From an optimization exercise on the open Yosys and OpenROAD flow, aimed at a short achievable clock period and few clock cycles; shortcuts taken in it are not production practice.
In this exercise RTL edits were held to simulation tests only and were not proved equivalent to the original.
No activity file was given, so power comes from the tool's default toggle rates.

<file path="design/flow/config.mk">
export PLATFORM = sky130hd
export DESIGN_NAME = lc3b_icache
export DESIGN_NICKNAME = lc3b_icache
export VERILOG_FILES = /design/flow/design.v
export SDC_FILE = /design/flow/constraint.sdc
export NUM_CORES = 4
export LEC_CHECK = 0
export CAP_MARGIN = 20
export CORE_MARGIN = 2
export CORE_UTILIZATION = 40
export SLEW_MARGIN = 20
</file>
<file path="design/flow/constraint.sdc">
create_clock -name core_clock -period 6.2 [get_ports {clk}]
set_input_delay 1.2400 -clock core_clock [delete_from_list [all_inputs] [get_ports {clk}]]
set_output_delay 1.2400 -clock core_clock [all_outputs]
set_load 0.01 [all_outputs]
</file>
<file path="design/flow/design.v">
package lc3b_icache_pkg;
   localparam int unsigned NUM_SETS  = 8;
   localparam int unsigned LINE_BITS = 128;
   typedef logic [15:0]          lc3b_word;
   typedef logic [LINE_BITS-1:0] lc3b_c_line;
   typedef logic [8:0]           lc3b_c_tag;
   typedef logic [2:0]           lc3b_c_index;
   typedef logic [2:0]           lc3b_c_offset;
   function automatic lc3b_word line_word(input lc3b_c_line line, input lc3b_c_offset off);
      line_word = line[{off, 4'b0000} +: 16];
   endfunction
endpackage
module icache_way (
   input  logic         clk,
   input  logic         rst_n,
   input  logic [2:0]   rd_index_a,
   output logic         valid_a,
   output logic [8:0]   tag_a,
   output logic [127:0] data_a,
   input  logic [2:0]   rd_index_b,
   output logic         valid_b,
   output logic [8:0]   tag_b,
   output logic [127:0] data_b,
   input  logic         we,
   input  logic [2:0]   wr_index,
   input  logic [8:0]   wr_tag,
   input  logic [127:0] wr_data
);
   logic [lc3b_icache_pkg::NUM_SETS-1:0] valid_q;
   lc3b_icache_pkg::lc3b_c_tag           tag_q  [lc3b_icache_pkg::NUM_SETS];
   lc3b_icache_pkg::lc3b_c_line          data_q [lc3b_icache_pkg::NUM_SETS];
   always_ff @(posedge clk or negedge rst_n) begin
      if (!rst_n) begin
         valid_q <= '0;
      end else if (we) begin
         valid_q[wr_index] <= 1'b1;
      end
   end
   always_ff @(posedge clk) begin
      if (we) begin
         tag_q[wr_index]  <= wr_tag;
         data_q[wr_index] <= wr_data;
      end
   end
   assign valid_a = valid_q[rd_index_a];
   assign tag_a   = tag_q[rd_index_a];
   assign data_a  = data_q[rd_index_a];
   assign valid_b = valid_q[rd_index_b];
   assign tag_b   = tag_q[rd_index_b];
   assign data_b  = data_q[rd_index_b];
endmodule
module lc3b_icache (
   input  logic         clk,
   input  logic         rst_n,
   input  logic         i_read,
   input  logic [15:0]  i_address,
   output logic [15:0]  i_rdata,
   output logic         i_mem_resp,
   output logic         pmem_read,
   output logic [15:0]  pmem_address,
   input  logic [127:0] pmem_rdata,
   input  logic         pmem_resp
);
   logic         fill_q;                  
   logic [11:0]  fill_addr;               
   logic [lc3b_icache_pkg::NUM_SETS-1:0] lru;    
   logic         cur_v;                   
   logic [11:0]  cur_line;
   logic [127:0] cur_data;
   logic [11:0]  nxt_line;                
   logic         nxt_known;               
   logic         nxt_res;                 
   logic         nxt_way;
   logic [127:0] nxt_data;
   logic [11:0]  req_line;
   logic [2:0]   req_set, nxt_set, fill_set;
   logic         va0, va1, vb0, vb1;
   logic [8:0]   ta0, ta1, tb0, tb1;
   logic [127:0] da0, da1, db0, db1;
   logic         fill_done, victim, we0, we1;
   logic         unused_addr_bit;
   assign req_line        = i_address[15:4];
   assign req_set         = i_address[6:4];
   assign nxt_set         = nxt_line[2:0];
   assign fill_set        = fill_addr[2:0];
   assign unused_addr_bit = i_address[0];
   assign fill_done = fill_q && pmem_resp;
   assign victim    = lru[fill_set];
   assign we0       = fill_done && !victim;
   assign we1       = fill_done && victim;
   icache_way way0 (
      .clk        (clk),
      .rst_n      (rst_n),
      .rd_index_a (req_set),
      .valid_a    (va0),
      .tag_a      (ta0),
      .data_a     (da0),
      .rd_index_b (nxt_set),
      .valid_b    (vb0),
      .tag_b      (tb0),
      .data_b     (db0),
      .we         (we0),
      .wr_index   (fill_set),
      .wr_tag     (fill_addr[11:3]),
      .wr_data    (pmem_rdata)
   );
   icache_way way1 (
      .clk        (clk),
      .rst_n      (rst_n),
      .rd_index_a (req_set),
      .valid_a    (va1),
      .tag_a      (ta1),
      .data_a     (da1),
      .rd_index_b (nxt_set),
      .valid_b    (vb1),
      .tag_b      (tb1),
      .data_b     (db1),
      .we         (we1),
      .wr_index   (fill_set),
      .wr_tag     (fill_addr[11:3]),
      .wr_data    (pmem_rdata)
   );
   logic match_cur, match_nxt, hit_cur, hit_nxt, miss_nxt, idle_req;
   assign match_cur = (req_line == cur_line);
   assign match_nxt = (req_line == nxt_line);
   assign idle_req  = i_read && !fill_q;
   assign hit_cur   = idle_req && cur_v && match_cur;
   assign hit_nxt   = idle_req && nxt_known && nxt_res && match_nxt;
   assign miss_nxt  = idle_req && nxt_known && !nxt_res && match_nxt;
   logic [127:0] buf_line;
   assign buf_line = (i_address[4] != cur_line[0]) ? nxt_data : cur_data;
   assign i_mem_resp   = hit_cur || hit_nxt || (i_read && fill_done);
   assign i_rdata      = lc3b_icache_pkg::line_word(fill_q ? pmem_rdata : buf_line, i_address[3:1]);
   assign pmem_read    = fill_q || miss_nxt;
   assign pmem_address = {(fill_q ? fill_addr : nxt_line), 4'b0000};
   logic ha0, ha1, slow, slow_hit;
   assign ha0      = va0 && (ta0 == i_address[15:7]);
   assign ha1      = va1 && (ta1 == i_address[15:7]);
   assign slow     = idle_req && !hit_cur && !hit_nxt && !miss_nxt;
   assign slow_hit = ha0 || ha1;
   logic hb0, hb1;
   assign hb0 = vb0 && (tb0 == nxt_line[11:3]);
   assign hb1 = vb1 && (tb1 == nxt_line[11:3]);
   always_ff @(posedge clk) begin
      nxt_res  <= hb0 || hb1;
      nxt_way  <= !hb0;
      nxt_data <= hb0 ? db0 : db1;
   end
   logic cur_load;
   assign cur_load = fill_done || hit_nxt || (slow && slow_hit);
   always_ff @(posedge clk) begin
      if (fill_done) begin
         cur_data <= pmem_rdata;
      end else if (hit_nxt) begin
         cur_data <= nxt_data;
      end else if (slow && slow_hit) begin
         cur_data <= ha0 ? da0 : da1;
      end
   end
   always_ff @(posedge clk or negedge rst_n) begin
      if (!rst_n) begin
         fill_q    <= 1'b0;
         fill_addr <= '0;
         lru       <= '0;
         cur_v     <= 1'b0;
         cur_line  <= '0;
         nxt_line  <= 12'd1;
         nxt_known <= 1'b0;
      end else begin
         nxt_known <= !cur_load && !fill_done;
         if (fill_done) begin
            fill_q        <= 1'b0;
            lru[fill_set] <= ~victim;
            cur_v         <= 1'b1;
            cur_line      <= fill_addr;
            nxt_line      <= fill_addr + 12'd1;
         end else if (hit_nxt) begin
            lru[nxt_set]  <= ~nxt_way;
            cur_line      <= nxt_line;
            nxt_line      <= nxt_line + 12'd1;
         end else if (miss_nxt) begin
            fill_q        <= 1'b1;
            fill_addr     <= nxt_line;
         end else if (slow) begin
            if (slow_hit) begin
               lru[req_set] <= ha0;
               cur_v        <= 1'b1;
               cur_line     <= req_line;
               nxt_line     <= req_line + 12'd1;
            end else begin
               fill_q       <= 1'b1;
               fill_addr    <= req_line;
            end
         end
      end
   end
endmodule
</file>
<file path="design/flow/run.sh">
#!/bin/bash
# synth_recipe.tcl (not shown) runs the flow's synth.tcl, then flattens the netlist and writes it again
# the make line also repeats each setting of config.mk as NAME=value (left out here)
make -C /OpenROAD-flow-scripts/flow DESIGN_CONFIG=/design/flow/config.mk WORK_HOME=/design/flow/orfs CLKGATE_MAP_FILE= SYNTH_SCRIPT=/design/flow/synth_recipe.tcl finish
</file>
==> run notes <==
Final Slew Violations=0; max incr delay on CP=1090 ps; worst clock skew=58.0 ps; Post-synth EDFFs=2320; Clock Tree Root=clkbuf_16; Maximum Capacitance Violations=0; library cells used by synthesis=68; Worst-Margin Slew=1080 ps; I/O Buffers=176; Vias=62554; CTS Hold Bufs=0; Final Wtd Congestion=0.817; min Tclk post-route=5570 ps; LEAKAGE=40.5 nW; # H-tree levels=5; Cell Area, Placed=122000 um^2; fill count=23749; Post-CTS Resized=0; grt met1 use=33.4%; ys flop type=edfxtp_1; syn avg cell area=21.1 um^2; GRT Resource Usage Total=23.9%; core box area=285000 um^2; Die Wd=540 um; largest cells by area after synthesis=edfxtp_1 (61%), mux4_2 (26%), mux2i_1 (2.8%); Total Wirelength=352000 um; Slew Limit Headroom=28.1%; Hold Crit Class=reg2reg; sequential area share after synthesis=64.3%; Rows=196; Slowest-stage cell, CP=clkdlybuf4s50_1; GR peak layer=met2; CTS max path bufs=4; Die Y=540 um; total die area=291000 um^2; post-CTS setup buffer count=0; Post-Synth Adder-Cell Area=0.142%; Tcrit/Tclk final=89.9%; post-route cell area=131000 um^2; RSZ-0062 raised after global routing=false; Simple-Gate Fraction of Synth Area=0.864%; outcome=finished clean; multiplexer area fraction after synthesis=29.4%; peak supply drop=0.300 mV; Sink Count=2513; crit path DAT=4330 ps; CP dominant cell by count=clkdlybuf4s50_1; met3 usage=4.22%; vias in the first global route=64287; min setup slack post-route=628 ps; grt met2 use=38.5%; Worst Setup Slack post-DPL=632 ps; total CTS buffers=281; complex-gate fraction of the synthesized area=2.98%; Area Growth Syn to Fin=14.4%; Nets=5874; Finished Layout Cells=9706; first-pass iteration count of the detailed router=6; CP Launch Type=input port; largest family of logic cells by synthesized area=multiplexers; Routed Antenna Nets=0; post-detail-place hpwl=195000 um; top-area cell type share of the netlist area=60.7%; I/O Pins=182; Yosys top cell by area=edfxtp_1; asr flop ratio synth=2.51%; WL/cell=36.2 um; synthesis-stage register bit count=2513; grt ovf=0; Syn Std Cell Area=115000 um^2; Worst-path clk slew=50 ps; CP Buf/Inv Count=2; Cell Chain, Critical Path=clkdlybuf4s50_1, mux4_2, mux2i_1, a21oi_1, clkdlybuf4s50_1; Syn Inst Count=5450; Req. time, crit path=4960 ps; Final Setup Violations=0; Crit Path Category=in2out; Tot Pwr=53.0 mW; most frequent cells in the layout=edfxtp_1 (2320), mux4_2 (1342), mux2i_1 (319); final hold vios=0; f_max=0.179 GHz; YS warnings=2; Post-Place Cells=9192; final core occ=46.0%; initial DRC count=7977; largest net degree at the start of global routing=129; global-route wire length before repair=497000 um; Via density=6.44; Starting Density=40.2%; Setup TNS Final=0 ps; Hold WS=485 ps; DRC=0; Worst path top cell family by delay=buffers and inverters; Clock Latency Late Sink=880 ps; CP Max Fanout=18; CP endpoint kind=primary output; power per cell area=404 nW/um^2; most common cell after layout, fill and taps aside=edfxtp_1; layout cells sized above 1=34.3%; initial antenna violation count=50; CTS tree=built; Post-Synth XOR/XNOR Area=0.549%
## routing by layer
layer  share of wire [%]  wire [um]
met1                  40     142000
met2                  48     170000
met3                 8.4      29400
met4                 2.9      10300
met5               0.061        216
## flip-flops by register name, indices dropped and copies added (netlist names)
register      count
nxt_data        128
way1.data_q    1024
way0.valid_q      8
fill_q            1
way0.tag_q       72
cur_data        128
fill_addr        12
nxt_res           1
nxt_way           1
lru               8
way0.data_q    1024
nxt_line         12
cur_line         12
way1.valid_q      8
cur_v             1
way1.tag_q       72
nxt_known         1
## synth_stat cells (4+ instances only)
cell type	count
buf_1	26
xor2_1	25
edfxtp_1	2320
nand2b_1	5
mux2i_1	319
dfxtp_1	130
o31ai_1	5
dfrtp_1	62
o21bai_1	143
mux4_2	1342
a22oi_1	134
mux2_2	20
and3_1	6
o21ai_0	76
nor2b_1	5
nand2_1	48
o21ai_1	70
nand3_1	24
a32oi_1	6
clkbuf_1	326
xnor2_1	47
nor3_1	21
a21oi_1	32
buf_2	46
ha_1	13
mux2_1	13
buf_6	12
inv_1	10
and2_1	4
o22ai_1	9
a31oi_1	6
nor2_1	37
nand4_1	14
nor4_1	10
buf_4	31
## worst register-to-register path: cells and delay by family, from the launching register on
kind          cells  cell delay [ps]
simple gates      2             1330
mux               3             1330
flops             1             1160
xor+xnor          1              180
buf+inv           1              570
## power breakdown
part	switching (mW)	internal, mW
registers	1.39	20.6
clock network	6.84	9.68
logic	7.68	6.87
## logic make-up after synthesis
family / count (synthesis)
AOI/OAI and AO/OA: 511
xor gates and xnor gates: 72
adders and majority gates: 13
buffers and inverters: 453
DFF: 2513
muxes: 1694
other: 1
and+or+nand+nor: 193
## cell type report
type / count / area [um^2] / area share [%]
repair buffers: 418 / 4490 / 3.41
diodes: 14 / 35.0 / 0.0267
flip-flops and latches: 2513 / 73900 / 56.2
clock buffers: 380 / 7820 / 5.95
multi-input cells: 2487 / 39300 / 29.9
well taps: 3762 / 4710 / 3.58
clock inverters: 120 / 1140 / 0.865
inverters: 12 / 52.6 / 0.0400
## final timing paths
check                                      from               to  slack [ps]  cells after the start
max in group asynchronous                 rst_n      nxt_line[1]        4990                      2
worst max-delay path             pmem_rdata[78]      i_rdata[14]         630                      5
worst min register to register  way1.valid_q[4]  way1.valid_q[4]         490                      1
min in group asynchronous                 rst_n     nxt_line[10]         540                      2
worst min-delay path            way1.valid_q[4]  way1.valid_q[4]         490                      1
worst max register to register      nxt_line[0]     nxt_data[40]        1470                      7
Testbench counts, summed over its fixed seeds: cycles 40,848.

==> re-timing with driven ports <==
The results above use ideal ports. As a check the final layout listed here was re-extracted and re-timed, cells and wires unchanged.
Step 1: set_driving_cell puts a clkbuf_16 on clk and a buf_2 on each other input, an assumption about the parent block.
Step 2, shift: input delay + t, output delay - t, t = (earliest + latest rising clock arrival at the registers) / 2. This alone moves slack from input paths to output paths.
Slacks: ideal / step 1 / step 2; pairs: ideal / step 1.
shift t [ns]: 0.948
setup WS [ns]: 0.628 / 0.560 / 0.569
worst slew at a driven data input, ns: 0.25
After both steps setup and hold are still met in this run. The setup slack of this run moves by -0.068 ns with the drivers and by -0.059 ns with both steps.
